This design comes from an exercise in tuning for small area, a short achievable clock period and few clock cycles per item on the open sky130 flow, not from production work.
Only simulation tests tie the RTL to the original design; equivalence was not proved.
Power and IR drop assume default switching activity.

==> design.v <==
package iidl_pkg;
   localparam int CAPACITY_DEF = 64;
   localparam int DATA_W       = 32;
   localparam int OPCODE_W     = 3;
   localparam int POS_W        = 7;
   localparam int STATUS_W     = 2;
   localparam int LEN_W        = 7;
   localparam int READ_GROUP   = 8;
   localparam logic [OPCODE_W-1:0] OP_READ   = 3'd0;
   localparam logic [OPCODE_W-1:0] OP_FRONT  = 3'd1;
   localparam logic [OPCODE_W-1:0] OP_APPEND = 3'd2;
   localparam logic [OPCODE_W-1:0] OP_INSERT = 3'd3;
   localparam logic [OPCODE_W-1:0] OP_DELETE = 3'd4;
   localparam logic [STATUS_W-1:0] ST_DONE  = 2'd0;
   localparam logic [STATUS_W-1:0] ST_RANGE = 2'd1;
   localparam logic [STATUS_W-1:0] ST_FULL  = 2'd2;
   typedef struct packed {
      logic ins;
      logic del;
   } shift_ctl_type;
endpackage
import iidl_pkg::*;
module iidl_cell (
   input  logic                         clock,
   input  logic                         sel_left,
   input  logic                         sel_ins,
   input  logic                         sel_right,
   input  logic                         sel_hold,
   input  logic [iidl_pkg::DATA_W-1:0]  ins_value,
   input  logic [iidl_pkg::DATA_W-1:0]  left_value,
   input  logic [iidl_pkg::DATA_W-1:0]  right_value,
   output logic [iidl_pkg::DATA_W-1:0]  value
);
   logic [DATA_W-1:0] value_ff;
   always_ff @(posedge clock) begin
      value_ff <= ({DATA_W{sel_left}}  & left_value)
                | ({DATA_W{sel_ins}}   & ins_value)
                | ({DATA_W{sel_right}} & right_value)
                | ({DATA_W{sel_hold}}  & value_ff);
   end
   assign value = value_ff;
endmodule
import iidl_pkg::*;
module iidl_read_tree #(
   parameter int CAPACITY   = iidl_pkg::CAPACITY_DEF,
   parameter int NUM_GROUPS = (CAPACITY + 15) / 16
) (
   input  logic [CAPACITY-1:0]                         sel,
   input  logic [CAPACITY-1:0][iidl_pkg::DATA_W-1:0]   values,
   output logic [NUM_GROUPS-1:0][iidl_pkg::DATA_W-1:0] result
);
   localparam int GROUP = (CAPACITY + NUM_GROUPS - 1) / NUM_GROUPS;
   always_comb begin
      for (int g = 0; g < NUM_GROUPS; g++) begin
         result[g] = '0;
         for (int k = 0; k < GROUP; k++) begin
            if (g * GROUP + k < CAPACITY) begin
               result[g] = result[g] | ({DATA_W{sel[g * GROUP + k]}} & values[g * GROUP + k]);
            end
         end
      end
   end
endmodule
import iidl_pkg::*;
module indexed_insert_delete_list #(
   parameter int CAPACITY = iidl_pkg::CAPACITY_DEF
) (
   input  logic                           clock,
   input  logic                           reset,
   input  logic                           req_valid,
   output logic                           req_ready,
   input  logic [iidl_pkg::OPCODE_W-1:0]  req_opcode,
   input  logic [iidl_pkg::POS_W-1:0]     req_position,
   input  logic [iidl_pkg::DATA_W-1:0]    req_value,
   output logic                           rsp_valid,
   input  logic                           rsp_ready,
   output logic [iidl_pkg::DATA_W-1:0]    rsp_read_value,
   output logic [iidl_pkg::STATUS_W-1:0]  rsp_status,
   output logic [iidl_pkg::LEN_W-1:0]     rsp_length
);
   localparam int CNT_W  = $clog2(CAPACITY + 1);
   localparam int CMP_W  = (CNT_W > POS_W) ? CNT_W : POS_W;
   localparam int RSP_W  = DATA_W + STATUS_W + LEN_W;
   localparam int GROUPS = (CAPACITY + 15) / 16;
   logic                s0_valid_ff;
   logic [OPCODE_W-1:0] s0_op_ff;
   logic [DATA_W-1:0]   s0_value_ff;
   logic [CAPACITY:1]   s0_lt_ff;        
   logic [CAPACITY-1:0] s0_eq_ff;        
   logic                s0_lt_n_ff;      
   logic                s0_le_n_ff;      
   logic [CNT_W-1:0]    count_next;
   logic [CMP_W-1:0]    eff_pos;         
   logic                ready_ff;         
   logic                f_insert_ff, f_delete_ff, f_modify_ff;
   logic                apply_next, full_next;
   logic [OPCODE_W-1:0] op_next;
   logic                s2_valid_ff;
   logic [GROUPS-1:0][DATA_W-1:0] s2_group_ff, group_in;
   logic                s2_hit_ff, s2_ones_ff;
   logic [STATUS_W-1:0] s2_status_ff;
   logic [LEN_W-1:0]    s2_len_ff;
   logic [CNT_W-1:0]    count_ff, count_in;
   logic                out_valid_ff, skid_valid_ff;
   logic [RSP_W-1:0]    out_ff, skid_ff, rsp_in;
   logic                s0_load, adv, go, out_free, next_s0_valid, next_skid_valid;
   logic [CMP_W-1:0]    count_ext;
   logic                is_read, is_front, is_append, is_insert, is_delete;
   logic                full, pos_lt_n, pos_le_n, ins_ok, del_ok;
   logic [STATUS_W-1:0] status_in;
   logic [DATA_W-1:0]   read_value, rd_value;
   logic [CAPACITY-1:0] pos_eq, pos_lt;
   logic [CAPACITY-1:0] sel_left, sel_ins, sel_right, sel_hold;
   logic [CAPACITY-1:0][DATA_W-1:0] cell_values;
   assign adv       = !skid_valid_ff;
   assign go        = s0_valid_ff && adv;
   assign out_free  = !out_valid_ff || rsp_ready;
   assign req_ready = ready_ff;
   assign s0_load   = !(s0_valid_ff && skid_valid_ff);
   always_ff @(posedge clock) begin
      if (s0_load) begin
         s0_op_ff    <= req_opcode;
         s0_value_ff <= req_value;
         for (int i = 1; i <= CAPACITY; i++) begin
            s0_lt_ff[i] <= (eff_pos < CMP_W'(i));
         end
         for (int i = 0; i < CAPACITY; i++) begin
            s0_eq_ff[i] <= (eff_pos == CMP_W'(i));
         end
         s0_lt_n_ff <= (eff_pos < CMP_W'(count_next));
         s0_le_n_ff <= (eff_pos <= CMP_W'(count_next));
      end
   end
   assign count_ext = CMP_W'(count_ff);
   assign is_read   = (s0_op_ff == OP_READ);
   assign is_front  = (s0_op_ff == OP_FRONT);
   assign is_append = (s0_op_ff == OP_APPEND);
   assign is_insert = (s0_op_ff == OP_INSERT);
   assign is_delete = (s0_op_ff == OP_DELETE);
   assign full      = (count_ext >= CMP_W'(CAPACITY));
   assign pos_lt_n  = s0_lt_n_ff;
   assign pos_le_n  = s0_le_n_ff;
   assign ins_ok = (is_front || is_append || (is_insert && pos_le_n)) && !full;
   assign del_ok = is_delete && pos_lt_n;
   always_comb begin
      status_in = ST_DONE;
      if ((is_read || is_delete) && !pos_lt_n) begin
         status_in = ST_RANGE;
      end else if (is_insert && !pos_le_n) begin
         status_in = ST_RANGE;
      end else if ((is_front || is_append || is_insert) && full) begin
         status_in = ST_FULL;
      end
   end
   always_comb begin
      count_in = count_ff;
      if (ins_ok) begin
         count_in = count_ff + CNT_W'(1);
      end else if (del_ok) begin
         count_in = count_ff - CNT_W'(1);
      end
   end
   for (genvar i = 0; i < CAPACITY; i++) begin : g_dec
      if (i == 0) begin : g_lt0
         assign pos_lt[i] = 1'b0;
      end else begin : g_lti
         assign pos_lt[i] = s0_lt_ff[i];
      end
      assign pos_eq[i]    = s0_eq_ff[i];
      assign sel_ins[i]   = f_insert_ff && pos_eq[i];
      assign sel_left[i]  = f_insert_ff && pos_lt[i];
      assign sel_right[i] = f_delete_ff && s0_lt_ff[i+1] && (i != CAPACITY - 1);
      if (i == CAPACITY - 1) begin : g_hold_last
         assign sel_hold[i] = !(f_insert_ff && s0_lt_ff[i+1]);
      end else begin : g_hold
         assign sel_hold[i] = !(f_modify_ff && s0_lt_ff[i+1]);
      end
   end
   for (genvar i = 0; i < CAPACITY; i++) begin : g_cell
      logic [DATA_W-1:0] left_value, right_value;
      if (i == 0) begin : g_first
         assign left_value = '0;
      end else begin : g_left
         assign left_value = cell_values[i-1];
      end
      if (i == CAPACITY - 1) begin : g_last
         assign right_value = '0;
      end else begin : g_right
         assign right_value = cell_values[i+1];
      end
      iidl_cell u_cell (
         .clock       (clock),
         .sel_left    (sel_left[i]),
         .sel_ins     (sel_ins[i]),
         .sel_right   (sel_right[i]),
         .sel_hold    (sel_hold[i]),
         .ins_value   (s0_value_ff),
         .left_value  (left_value),
         .right_value (right_value),
         .value       (cell_values[i])
      );
   end
   iidl_read_tree #(
      .CAPACITY   (CAPACITY),
      .NUM_GROUPS (GROUPS)
   ) u_read_tree (
      .sel    (pos_eq & {CAPACITY{adv}}),
      .values (cell_values),
      .result (group_in)
   );
   always_ff @(posedge clock) begin
      for (int g = 0; g < GROUPS; g++) begin
         s2_group_ff[g] <= group_in[g] | (s2_group_ff[g] & {DATA_W{!adv}});
      end
   end
   always_ff @(posedge clock) begin
      if (adv) begin
         s2_hit_ff    <= is_read && pos_lt_n;
         s2_ones_ff   <= is_read && !pos_lt_n;
         s2_status_ff <= status_in;
         s2_len_ff    <= LEN_W'(count_in);
      end
   end
   always_comb begin
      read_value = '0;
      for (int g = 0; g < GROUPS; g++) begin
         read_value = read_value | s2_group_ff[g];
      end
      rd_value = ({DATA_W{s2_hit_ff}} & read_value) | {DATA_W{s2_ones_ff}};
   end
   assign rsp_in = {rd_value, s2_status_ff, s2_len_ff};
   assign next_s0_valid   = s0_load ? req_valid : s0_valid_ff;
   assign next_skid_valid = !out_free && (skid_valid_ff || s2_valid_ff);
   assign apply_next      = next_s0_valid && !next_skid_valid;
   assign op_next         = s0_load ? req_opcode : s0_op_ff;
   assign count_next      = go ? count_in : count_ff;
   assign eff_pos         = (req_opcode == OP_APPEND) ? CMP_W'(count_next)
                          : (req_opcode == OP_FRONT)  ? '0 : CMP_W'(req_position);
   assign full_next       = (count_next >= CNT_W'(CAPACITY));
   always_ff @(posedge clock) begin
      if (reset) begin
         ready_ff      <= 1'b1;
         f_insert_ff   <= 1'b0;
         f_modify_ff   <= 1'b0;
         f_delete_ff   <= 1'b0;
         s0_valid_ff   <= 1'b0;
         s2_valid_ff   <= 1'b0;
         count_ff      <= '0;
         out_valid_ff  <= 1'b0;
         skid_valid_ff <= 1'b0;
      end else begin
         ready_ff    <= !next_s0_valid || !next_skid_valid;
         f_insert_ff <= apply_next && !full_next
                        && (op_next == OP_INSERT || op_next == OP_APPEND || op_next == OP_FRONT);
         f_delete_ff <= apply_next && (op_next == OP_DELETE);
         f_modify_ff <= apply_next && ((!full_next && (op_next == OP_INSERT || op_next == OP_APPEND
                                                       || op_next == OP_FRONT))
                                       || op_next == OP_DELETE);
         s0_valid_ff <= next_s0_valid;
         if (go) begin
            count_ff <= count_in;
         end
         if (adv) begin
            s2_valid_ff <= s0_valid_ff;
         end
         if (out_free) begin
            out_valid_ff <= skid_valid_ff || s2_valid_ff;
         end
         skid_valid_ff <= next_skid_valid;
      end
   end
   always_ff @(posedge clock) begin
      if (out_free) begin
         out_ff <= skid_valid_ff ? skid_ff : rsp_in;
      end else if (adv) begin
         skid_ff <= rsp_in;
      end
   end
   assign rsp_valid      = out_valid_ff;
   assign rsp_read_value = out_ff[RSP_W-1 -: DATA_W];
   assign rsp_status     = out_ff[LEN_W +: STATUS_W];
   assign rsp_length     = out_ff[LEN_W-1:0];
endmodule
==> flow/run.sh <==
#!/bin/bash
# The standard layout, with the port buffers made of buf_4 cells instead of the
# default choice (a delay buffer) so that the output ports are driven quickly.
set -euo pipefail
export BUFFER_PORTS_ARGS="-buffer_cell sky130_fd_sc_hd__buf_4"
bash standard.sh > standard_flow.log 2>&1
==> standard.sh <==
#!/bin/bash
# synth_recipe.tcl (not shown) runs the flow's synth.tcl, then flattens the netlist and writes it again
# the make line also repeats each setting of config.mk as NAME=value (left out here)
make -C /OpenROAD-flow-scripts/flow DESIGN_CONFIG=/design/flow/config.mk WORK_HOME=/design/flow/orfs CLKGATE_MAP_FILE= SYNTH_SCRIPT=/design/flow/synth_recipe.tcl "${@:-finish}"
==> config.mk <==
export PLATFORM = sky130hd
export DESIGN_NAME = indexed_insert_delete_list
export DESIGN_NICKNAME = indexed_insert_delete_list
export VERILOG_FILES = /design/flow/design.v
export SDC_FILE = /design/flow/constraint.sdc
export NUM_CORES = 4
export LEC_CHECK = 0
export CAP_MARGIN = 25
export CELL_PAD_IN_SITES_DETAIL_PLACEMENT = 1
export CELL_PAD_IN_SITES_GLOBAL_PLACEMENT = 2
export CORE_MARGIN = 2
export CORE_UTILIZATION = 34
export CTS_CLUSTER_DIAMETER = 85
export CTS_CLUSTER_SIZE = 30
export PLACE_DENSITY = 0.4
export SETUP_SLACK_MARGIN = 2.6
export SLEW_MARGIN = 20
export TNS_END_PERCENT = 20
==> constraint.sdc <==
create_clock -name core_clock -period 5.0 [get_ports {clock}]
set_input_delay 1.0000 -clock core_clock [delete_from_list [all_inputs] [get_ports {clock}]]
set_output_delay 1.0000 -clock core_clock [all_outputs]
set_load 0.01 [all_outputs]
==> results.txt, run 1 <==
status finished clean; Area contributors post-synth dfxtp_1 40%, a22oi_1 29%, nand2_1 7.6%, edfxtp_1 7.0%, clkbuf_1 4.7%; Port Buffers approximately 90; Final Hold Fails 0; drc violations 0; synthesized instance count around 12000; CTS clk-pin slew, worst paths approximately 110 ps; Crit-path slowest cell or4_4; register area share after synthesis around 47%; final RePlAce weighted congestion between 0.9 and 1; Hold WC Path Type input pin to flip-flop; first-pass detailed-route iteration total 10; TNS Setup 0 ps; starting density of the core about 34%; vias in the first global route 114000; compound-cell area share of the yosys netlist 36.3%; cts bufs inserted between 150 and 200; Die X about 570 um; Post-CTS Hold Buffers 0; Post-layout nets 11600; skew final roughly 40 ps; Fillers 36100; layout cell share with drive strength beyond 1 11.3%; commonest non-fill, non-tap cells in the layout 4283 x a22oi_1, 2190 x nand2_1, 2180 x dfxtp_1, 594 x buf_4, 320 x a222oi_1; Post-DRT Antenna Nets 0; post-synth net total about 12000; Final Cycle Share 55.4%; XOR/XNOR Fraction of Synth Area less than 1%; Cell Chain, Critical Path buf_6 -> nand4bb_4 -> buf_4 -> or4_4 -> o211ai_4 -> a21boi_2 -> buf_6 -> buf_6 -> buf_6 -> nor2_4 -> nand2_2 -> nor4_4; DRT iter0 DRCs around 18000; final non-filler cell total ~16000; crit-path max FO 3; async set-reset flop share out of synthesis 0%; placed cells 15500; initial antenna violation count 74; Ports a little under 90; Post-Synth Simple-Gate Area between 10% and 20%; placed wire-length estimate roughly 450000 um; mux cell area share after synthesis 0.129%; worst slew pin tran about 1200 ps; Area Overhead vs Synth 11.9%; largest family of logic cells by synthesized area compound AO/OA/AOI/OAI gates; WP data arrival 3520 ps; Routed WL ~740000 um; DR WL/cell 46.4 um; cell mode on critical path buf_6; peak supply drop 0.271 mV; Synth top area share ~40%; #FFs+latches synth between 2000 and 2500; Final Max Slew Viols 0; Tot GR Track Use between 40% and 50%; Max clock buf depth 4; H-tree levels 4; critical path class flip-flop to flip-flop; CP Capture Type flip-flop; Sink Count around 2400; Yosys warning total 3; Die H roughly 570 um; max_cap viols 0; die footprint around 0.33 mm2; Rows between 200 and 250; pin count of the biggest net entering global routing about 110; RSZ-0062 raised after global routing yes; Leak 0.0495 uW; post-synth top area cell dfxtp_1; Root Driver clkbuf_16; DR vias/cell approximately 7.4; commonest non-fill, non-tap cell in the layout a22oi_1; CTS tree done; total global routing overflow 0; Via Count approximately 120k; Unique masters post-synth between 80 and 90; Critical Path RT ~5700 ps; Slowest Stage Delay on Critical Path roughly 520 ps; P per Cell Area around 340 mW/mm2; Setup violations, final 0; fin crit period approximately 2800 ps; Adder-Cell Fraction of Synth Area less than 1%; worst skew pair latency about 930 ps; Avg Inst Size Synth between 9 and 10 um2; Worst Setup Start Kind flip-flop; core area 0.322 mm2; first-pass GRT wire length between 900000 and 1000000 um; Buf/Inv on CP 5; CP delay by family, top simple AND/OR/NAND/NOR gates; post-layout util 38.3%; achievable frequency roughly 360 MHz; slew margin rel. between 10% and 20%; Post-synth EDFFs 255; Synth Cell Area ~0.11 mm2; prevailing post-synth register cell dfxtp_1
layout make-up:
class | count | area, um2 | share of cell area, %
Multi-Input combinational cell | 8101 | 54100 | 43.9
Sequential cell | 2449 | 51600 | 41.9
Clock inverter | 103 | 1180 | 0.956
Antenna cell | 34 | 85.1 | 0.0690
Tap cell | 4305 | 5390 | 4.37
Clock buffer | 174 | 4140 | 3.35
Inverter | 85 | 390 | 0.317
Timing Repair Buffer | 711 | 6350 | 5.15
worst register-to-register path: cells and delay by family, from the launching register on:
kind / cells / cell delay (ps)
buffers and inverters: 5 / 710
AND/OR/NAND/NOR: 5 / 1190
AO/OA/AOI/OAI: 2 / 250
flip-flops: 1 / 440
sequential cells by signal, summed over array words and instances (netlist names), 3 cells and up:
name                    flops
g_cell.u_cell.value_ff   2048
s0_op_ff                    3
count_ff                    7
s2_group_ff               128
s2_len_ff                   7
out_ff                     41
s0_value_ff                32
s0_eq_ff                   64
skid_ff                    41
s0_lt_ff                   64
per-layer routing:
layer	share of wire (%)	vias up	track usage [%]
li1	-	46000	-
met1	38	60600	53.2
met2	42	8351	63.7
met3	11	2350	12.7
met4	8.3	26	30.1
met5	0.040	-	0.363
cells by family after synthesis:
group	Yosys count
DFF	2449
and+or+nand+nor	2850
adders and majority gates	9
xor gates and xnor gates	11
buffers and inverters	1569
muxes	13
AOI/OAI and AO/OA	5213
report_power, final:
part,internal (uW),switching [uW],total (uW),leakage [uW]
logic,1180,2320,3500,0.0264
registers,21000,1990,23000,0.0206
clock network,6630,8670,15300,0.00257
path summary, 6_finish.rpt:
kind | from | cells after the start | slack [ps] | endpoint
worst max-delay path | s0_lt_n_ff | 12 | 2230 | s0_eq_ff[62]
worst min-delay path | req_value[31] | 1 | 240 | s0_value_ff[31]
worst max register to register | s0_lt_n_ff | 12 | 2230 | s0_eq_ff[62]
worst min register to register | g_cell[14].u_cell.value_ff[29] | 2 | 530 | g_cell[13].u_cell.value_ff[29]
cell usage after synthesis, types with 75 or more instances:
cell      number
a22oi_1     4283
nand2_1     2219
dfxtp_1     2194
clkbuf_1    1388
a222oi_1     320
edfxtp_1     255
a221oi_1     197
nand4_1      195
and2_1       192
o21ai_0      141
a22o_1       128
nor2_1        79
inv_1         75
repair_timing:
| item | CTS | global route |
|---|---|---|
| buffers inserted | 130 | 24 |
| hold endpoints to repair | 0 | 0 |
| gates cloned | 6 | 1 |
| resized for setup | 299 | 53 |
| endpoints found under the setup margin | 1568 | 706 |
| pin swaps | 78 | 36 |
per-stage QoR:
step	instance area [um2]	total power [uW]	hold WS, ps	setup WS, ps
2_1_floorplan	110000	24100	455	2100
3_3_place_gp	114000	26200	478	1220
3_5_place_dp	115000	26300	501	1310
4_1_cts	123000	41600	201	2250
5_1_grt	123000	42800	223	2170
6_report	123000	41800	240	2230
Testbench counts, summed over its fixed seeds: cycles 4,824, items 4,800.
==> run 2, diff against run 1 <==
--- a/config.mk
+++ b/config.mk
@@ -5,14 +5,14 @@
 export SDC_FILE = /design/flow/constraint.sdc
 export NUM_CORES = 4
 export LEC_CHECK = 0
-export CAP_MARGIN = 25
+export CAP_MARGIN = 20
 export CELL_PAD_IN_SITES_DETAIL_PLACEMENT = 1
 export CELL_PAD_IN_SITES_GLOBAL_PLACEMENT = 2
 export CORE_MARGIN = 2
 export CORE_UTILIZATION = 34
 export CTS_CLUSTER_DIAMETER = 85
 export CTS_CLUSTER_SIZE = 30
-export PLACE_DENSITY = 0.4
+export PLACE_DENSITY = 0.46
 export SETUP_SLACK_MARGIN = 2.6
 export SLEW_MARGIN = 20
 export TNS_END_PERCENT = 20
==> run 2 against run 1 <==
Effect of this change:
- synthesized cell count unchanged
- core utilization hardly changed
- maximum frequency up 0.93%
- critical endpoint is now g_cell[26].u_cell.value_ff[24]
==> results.txt, run 2 <==
max_cap viols 0 (unchanged); DRT iter0 DRCs 17700 (-1.3%); Port Buffers 88 (unchanged); Ports 89 (unchanged); Most flops, register g_cell.u_cell.value_ff; DR WL/cell 46.6 um (+0.30%); Buf/Inv on CP 2 (-3); Synth Cell Area 0.110 mm2 (unchanged); post-synth net total 12200 (unchanged); Yosys warning total 3 (unchanged); Slowest Stage Delay on Critical Path 1010 ps (+490 ps); Storage cell area 0.0516 mm2 (about the same); Synth top area share 39.9% (unchanged); Worst Setup Start Kind flip-flop; #FFs+latches synth 2449 (unchanged); peak supply drop 0.313 mV (+15%); Root Driver clkbuf_16; Max clock buf depth 4 (unchanged); core area 0.322 mm2 (unchanged); Die X 573 um (unchanged); placed wire-length estimate 453000 um (-0.46%); DR vias/cell 7.36 (+0.12%); Area contributors post-synth dfxtp_1 40%, a22oi_1 29%, nand2_1 7.6%, edfxtp_1 7.0%, clkbuf_1 4.7%; Die H 573 um (unchanged); synthesized instance count 12100 (unchanged); Post-layout nets 11500 (-0.095%); WP data arrival 3590 ps (+70 ps); RSZ-0062 raised after global routing yes; Routed WL 743000 um (+0.23%); Fillers 36000 (-0.072%); achievable frequency 364 MHz (+0.93%); Hold WC Path Type input pin to flip-flop; crit-path max FO 32 (+29); CP delay by family, top buffers and inverters; initial antenna violation count 72 (-2.7%); Sink Count 2449 (unchanged); synth cell count leaders 4283 x a22oi_1, 2219 x nand2_1, 2194 x dfxtp_1, 1388 x clkbuf_1, 320 x a222oi_1; Via Count 117000 (+0.047%); final RePlAce weighted congestion 0.957 (unchanged); Avg Inst Size Synth 9.09 um2 (unchanged); TNS Setup 0 ps (unchanged); pin count of the biggest net entering global routing 105 (unchanged); Tot GR Track Use 43.0% (+0.094 points); cell mode on critical path buf_4; commonest non-fill, non-tap cell in the layout a22oi_1; async set-reset flop share out of synthesis 0% (unchanged); P per Cell Area 338 mW/mm2 (-0.36%); H-tree levels 4 (unchanged); worst skew pair latency 930 ps (about the same); Unique masters post-synth 81 (unchanged); post-synth top area cell dfxtp_1; Final Max Slew Viols 0 (unchanged); prevailing post-synth register cell dfxtp_1; Final Cycle Share 54.9% (-0.51 points); Post-DRT Antenna Nets 0 (unchanged); cts bufs inserted 152 (-1.3%); CTS tree done; number of flip-flops in the largest register 2048 (unchanged); vias in the first global route 114000 (+0.069%); first-pass GRT wire length 996000 um (+0.21%); Post-CTS Hold Buffers 0 (unchanged); Multi-input gate area 0.0543 mm2 (+0.36%); total global routing overflow 0 (unchanged); Rows 208 (unchanged); CTS clk-pin slew, worst paths 110 ps (about the same); slew margin rel. 15.7% (-1.8 points); starting density of the core 34.2% (unchanged); Cell Chain, Critical Path buf_4 -> and2_1 -> buf_4 -> a22oi_1 -> nand2_1; Critical Path RT 5840 ps (+100 ps); Leak 0.0494 uW (-0.18%); Area Overhead vs Synth 11.9% (about the same); status finished clean; die footprint 0.329 mm2 (unchanged); critical path class flip-flop to flip-flop; commonest non-fill, non-tap cells in the layout 4283 x a22oi_1, 2189 x nand2_1, 2180 x dfxtp_1, 597 x buf_4, 320 x a222oi_1; register area share after synthesis 46.8% (unchanged); Post-synth EDFFs 255 (unchanged); Final Hold Fails 0 (unchanged); first-pass detailed-route iteration total 10 (unchanged); Setup violations, final 0 (unchanged); skew final 48.5 ps (+9.69 ps); drc violations 0 (unchanged); worst slew pin tran 1260 ps (+23.7 ps); post-layout util 38.3% (about the same); CP Capture Type flip-flop; fin crit period 2750 ps (-25.6 ps); top flop regs g_cell.u_cell.value_ff: 2048 flops, s2_group_ff: 128 flops; count leader, synth a22oi_1; Crit-path slowest cell edfxtp_1; layout cell share with drive strength beyond 1 11.5% (+0.22 points)
==> run 2: cell counts after synthesis <==
Identical to the previous run, type by type.
==> run 2: repair_timing <==
item | 4_1_cts | 5_1_grt
pin swaps | 92 | 58
cloned | 7 | 2
endpoints found under the setup margin | 1649 | 806
resized for setup | 327 | 81
setup buffers | 132 | 29
hold endpoints to repair | 0 | 0
==> run 2: power breakdown <==
part | switching (uW) | internal, uW | total [uW]
combinational | 2330 | 1190 | 3510
sequential | 2000 | 21000 | 23000
clock | 8550 | 6570 | 15100
total | 12900 | 28800 | 41600
==> run 2: cell families after synthesis <==
kind of cell               count (synthesis)  synth area share (%)
buffers and inverters                   1569                  5.45
DFF                                     2449                  46.8
AOI/OAI and AO/OA                       5213                  36.3
and+or+nand+nor                         2850                  11.1
muxes                                     13                 0.130
xor gates and xnor gates                  11                 0.111
adders and majority gates                  9                 0.102
==> run 2: final cells by class <==
| type | count | share of cell area [%] |
|---|---|---|
| inverter | 85 | 0.325 |
| clock inverter | 101 | 0.920 |
| clock buffer | 172 | 3.29 |
| sequential | 2449 | 41.9 |
| multi-input combinational | 8101 | 44.1 |
| timing repair buffer | 702 | 5.03 |
| tap | 4305 | 4.37 |
| antenna | 35 | 0.0711 |
==> run 2: per-layer routing <==
layer | GRT usage [%] | vias to the layer above | part of all wire, %
met5 | 0 | - | 0.053
met4 | 30.7 | 52 | 8.3
met3 | 12.9 | 2310 | 11
met2 | 63.3 | 8309 | 42
met1 | 53.5 | 60800 | 38
li1 | - | 45900 | -
==> run 2: metrics by stage <==
stage | power (uW) | cell area, um2 | instances | hold slack [ps] | setup WS (ps)
floorplan | 24100 | 110000 | 12100 | 455 | 2100
global route | 42600 | 123000 | 15900 | 247 | 2260
global placement | 26200 | 114000 | 15500 | 478 | 1220
CTS | 41400 | 122000 | 15900 | 213 | 2260
detailed placement | 26300 | 114000 | 15500 | 502 | 1310
finish | 41600 | 123000 | 16000 | 248 | 2250
==> run 2: worst reg2reg max path: cells and delay by family, from the launching register on <==
kind                   cells  cell delay (ps)
flip-flops                 1             1010
AND/OR/NAND/NOR            2              300
AO/OA/AOI/OAI              1              240
buffers and inverters      2             1130
==> run 2: worst paths after layout <==
check	start	end	slack, ps	depth (start not counted)
worst max-delay path	s0_eq_ff[26]	g_cell[26].u_cell.value_ff[24]	2250	5
worst min-delay path	req_value[3]	s0_value_ff[3]	250	1
worst max register to register	s0_eq_ff[26]	g_cell[26].u_cell.value_ff[24]	2250	5
worst min register to register	g_cell[63].u_cell.value_ff[21]	g_cell[62].u_cell.value_ff[21]	520	2
==> run 3, diff against run 2 <==
==> config.mk (replaced) <==
export PLATFORM = sky130hd
export DESIGN_NAME = indexed_insert_delete_list
export DESIGN_NICKNAME = indexed_insert_delete_list
export VERILOG_FILES = /design/flow/design.v
export SDC_FILE = /design/flow/constraint.sdc
export NUM_CORES = 4
export LEC_CHECK = 0
export CAP_MARGIN = 25
export CELL_PAD_IN_SITES_DETAIL_PLACEMENT = 1
export CELL_PAD_IN_SITES_GLOBAL_PLACEMENT = 2
export CORE_MARGIN = 2
export CORE_UTILIZATION = 38
export CTS_CLUSTER_DIAMETER = 75
export CTS_CLUSTER_SIZE = 26
export PLACE_DENSITY = 0.5
export SETUP_SLACK_MARGIN = 2.6
export SLEW_MARGIN = 20
export TNS_END_PERCENT = 20
==> run 3 against run 2 <==
Effect of this change:
- routed wire length fell by 2.8%
- critical path type unchanged
- power rose by 1.7%
- still clean
- maximum frequency fell by 2.5%
- final cell count fell by 3.1%
- hold slack got worse by 20 ps
- first-iteration DRC count rose by 18%
- non-clock buffer count rose by 11
- flip-flop and latch count did not move
- die area fell by 10%
==> results.txt, run 3 <==
#FFs+latches synth 2449 (unchanged); Post-Synth Simple-Gate Area 11.1% (unchanged); top flop regs g_cell.u_cell.value_ff: 2048 flops, s2_group_ff: 128 flops; first-pass detailed-route iteration total 10 (unchanged); Final Cycle Share 56.3% (+1.4 points); achievable frequency 355 MHz (-2.5%); post-synth top area cell dfxtp_1; pin count of the biggest net entering global routing 117 (+11%); Unique masters post-synth 81 (unchanged); drc violations 0 (unchanged); Hold Crit Start req_value[26]; Avg Inst Size Synth 9.09 um2 (unchanged); worst skew pair latency 940 ps (about the same); Final Hold Fails 0 (unchanged); Sink Count 2449 (unchanged); fin crit period 2820 ps (+70.2 ps); Tot GR Track Use 46.9% (+3.9 points); skew final 40.9 ps (-7.65 ps); Root Driver clkbuf_16; DR vias/cell 7.69 (+4.5%); first-pass GRT wire length 972000 um (-2.4%); Setup violations, final 0 (unchanged); Max clock buf depth 4 (unchanged); Critical Path RT 5670 ps (-170 ps); worst slew pin tran 1250 ps (-8.31 ps); met3 usage in global routing 16.6% (+3.8 points); Final Max Slew Viols 0 (unchanged); WP data arrival 3490 ps (-100 ps); DRT iter0 DRCs 21000 (+18%); DR WL/cell 46.7 um (+0.25%); H-tree levels 4 (unchanged); Area contributors post-synth dfxtp_1 40%, a22oi_1 29%, nand2_1 7.6%, edfxtp_1 7.0%, clkbuf_1 4.7%; initial antenna violation count 52 (-28%); register area share after synthesis 46.8% (unchanged); hold depth 1 (unchanged); slew margin rel. 16.6% (+0.93 points); layer with the highest usage met2; Routed WL 722000 um (-2.8%); post-synth net total 12200 (unchanged); synth cell count leaders 4283 x a22oi_1, 2219 x nand2_1, 2194 x dfxtp_1, 1388 x clkbuf_1, 320 x a222oi_1; r2r setup slk 2180 ps (-70 ps); crit-path max FO 3 (-91%); CTS tree done; Most flops, register g_cell.u_cell.value_ff; Area Overhead vs Synth 12.2%; CTS clk-pin slew, worst paths 100 ps (about the same); Port Buffers 88 (unchanged); prevailing post-synth register cell dfxtp_1; total global routing overflow 0 (unchanged); cts bufs inserted 167 (+9.9%); RSZ-0062 raised after global routing yes; Ports 89 (unchanged); status finished clean; Hold WC Path Type input pin to flip-flop; cells on worst reg2reg path 11 (+6); Total Power 42400 uW (+1.7%); synthesized instance count 12100 (unchanged); Die H 542 um (-5.4%); critical path class flip-flop to flip-flop; starting density of the core 38.2% (+4.0 points); commonest non-fill, non-tap cell in the layout a22oi_1; compound-cell area share of the yosys netlist 36.3% (unchanged); vias in the first global route 115000 (+0.40%); RR Startpoint s0_lt_n_ff; Adder-Cell Fraction of Synth Area 0.102% (unchanged); Synth top area share 39.9% (unchanged); P per Cell Area 343 mW/mm2 (+1.4%); met2 usage 66.1% (+2.9 points); Leak 0.0499 uW (+0.88%); placed wire-length estimate 430000 um (-5.0%); commonest non-fill, non-tap cells in the layout 4283 x a22oi_1, 2189 x nand2_1, 2181 x dfxtp_1, 561 x buf_4, 320 x a222oi_1; peak supply drop 0.291 mV (-6.8%); number of flip-flops in the largest register 2048 (unchanged); Post-DRT Antenna Nets 0 (unchanged); Synth Cell Area 0.110 mm2 (unchanged); async set-reset flop share out of synthesis 0% (unchanged); TNS Setup 0 ps (unchanged); Die X 542 um (-5.4%); Worst Setup Start Kind flip-flop; met1 global-route usage 58.0% (+4.5 points); WHS Endpoint s0_value_ff[26]; core area 0.288 mm2 (-10%); Post-layout nets 11600 (+0.23%); Post-synth EDFFs 255 (unchanged); layout cell share with drive strength beyond 1 11.7% (+0.18 points); CP Capture Type flip-flop; final RePlAce weighted congestion 0.964 (+0.71%); Via Count 119000 (+1.3%); count leader, synth a22oi_1; XOR/XNOR Fraction of Synth Area 0.111% (unchanged); worst reg2reg endpoint s0_le_n_ff; die footprint 0.294 mm2 (-10%); max_cap viols 0 (unchanged); mux cell area share after synthesis 0.129% (unchanged); Yosys warning total 3 (unchanged); post-layout util 42.9% (+4.6 points); Rows 197 (-5.3%); Post-CTS Hold Buffers 0 (unchanged); largest family of logic cells by synthesized area compound AO/OA/AOI/OAI gates
run 3: cell types whose count changed in the layout (fill, tap and decap cells not counted), sizes merged:
| cell | change |
|---|---|
| nand2 | +1 |
| buf | +10 |
| diode | -2 |
| clkinvlp | -11 |
| bufinv | +2 |
| clkinv | +12 |
| clkbuf | +23 |
| nor2b | -1 |
| inv | +1 |
run 3: area by class of cell:
cell class / count / area, um2
sequential: 2449 / 51600
fill: 32000 / 165000
timing repair buffer: 713 / 6720
clock inverter: 105 / 1160
inverter: 85 / 395
clock buffer: 194 / 4480
antenna: 33 / 82.6
multi-input combinational: 8101 / 54400
tap: 3781 / 4730
run 3: how the worst max path moves through the flow:
stage,startpoint,to,slack (ps),cells past startpoint
final,s0_lt_n_ff,s0_le_n_ff,2180,11
after global routing,s0_lt_n_ff,s0_le_n_ff,2090,11
after CTS,out_ff[6],rsp_length[6],2250,1
after detailed placement,req_opcode[1],s0_eq_ff[48],1200,10
after global placement,req_opcode[1],s0_eq_ff[56],1240,10
after floorplan,rsp_ready,out_ff[0],2100,2
run 3: where the power goes:
part / internal (uW) / switching (uW) / leakage (uW) / total [uW]
logic: 1210 / 2360 / 0.0265 / 3570
clock network: 7190 / 8630 / 0.00277 / 15800
registers: 21000 / 1950 / 0.0206 / 23000
run 3: cells by family after synthesis:
| kind of cell | Yosys count |
|---|---|
| multiplexers | 13 |
| flip-flops | 2449 |
| AND/OR/NAND/NOR | 2850 |
| buffers and inverters | 1569 |
| adder cells (fa/ha/maj) | 9 |
| AO/OA/AOI/OAI | 5213 |
| XOR/XNOR | 11 |
run 3: metal layers:
metal  wire length, um  vias up
met1            266000    60400
met5               234        -
li1                  -    46000
met3             97700     2713
met2            292000     9726
met4             65700       26
run 3: what timing repair did:
action / 4_1_cts / 5_1_grt
buffers inserted: 126 / 38
resized for setup: 335 / 103
endpoints found under the setup margin: 1433 / 855
cloned: 9 / 1
hold endpoints to repair: 0 / 0
pin swaps: 121 / 68
run 3: worst max-delay path, cell delays in order (launching register included):
cell      delay, ps
edfxtp_1        530
buf_6           180
and4bb_4        220
buf_4           140
and4_4          180
a211oi_4        310
o31ai_4          90
buf_12          150
ha_4            260
nand4_1         170
o21ai_2         210
o22ai_2         110
run 3: through the flow:
stage | setup WS (ps) | instances | instance area [um2] | hold slack, ps
floorplan | 2100 | 12100 | 110000 | 455
global placement | 1240 | 14900 | 114000 | 475
detailed placement | 1200 | 14900 | 114000 | 495
CTS | 2250 | 15400 | 122000 | 190
global route | 2090 | 15400 | 124000 | 233
finish | 2180 | 15500 | 124000 | 228

[port drivers added, routing unchanged]
The results above use ideal ports. As a check the final layouts listed here were re-extracted and re-timed, cells and wires unchanged.
Step 1 (the two cells are an assumption about what drives the block):
set clk [get_ports {clock}]
set_driving_cell -lib_cell sky130_fd_sc_hd__clkbuf_16 $clk
set_driving_cell -lib_cell sky130_fd_sc_hd__buf_2 [delete_from_list [all_inputs] $clk]
Step 2, shift: input delay + t, output delay - t, t = (earliest + latest rising clock arrival at the registers) / 2. This alone moves slack from input paths to output paths.
Three values: ideal ports, drivers, drivers and shift; two values: the first two.
run	t, ns	setup WS [ns]	hold WS [ns]	slew at the worst register clock pin (ns)	worst data-port slew with drivers (ns)
run 1	1.022	2.229 / 2.147 / 1.626	0.240 / 0.154 / 0.526	0.12 / 0.12	0.12
run 2	1.025	2.255 / 2.185 / 1.626	0.248 / 0.162 / 0.522	0.12 / 0.12	0.10
run 3	1.029	2.185 / 2.158 / 1.466	0.228 / 0.153 / 0.516	0.11 / 0.11	0.10
After both steps setup and hold are still met in every run listed. The setup slack of run 3, which loses most, moves by -0.027 ns with the drivers and by -0.719 ns with both steps.
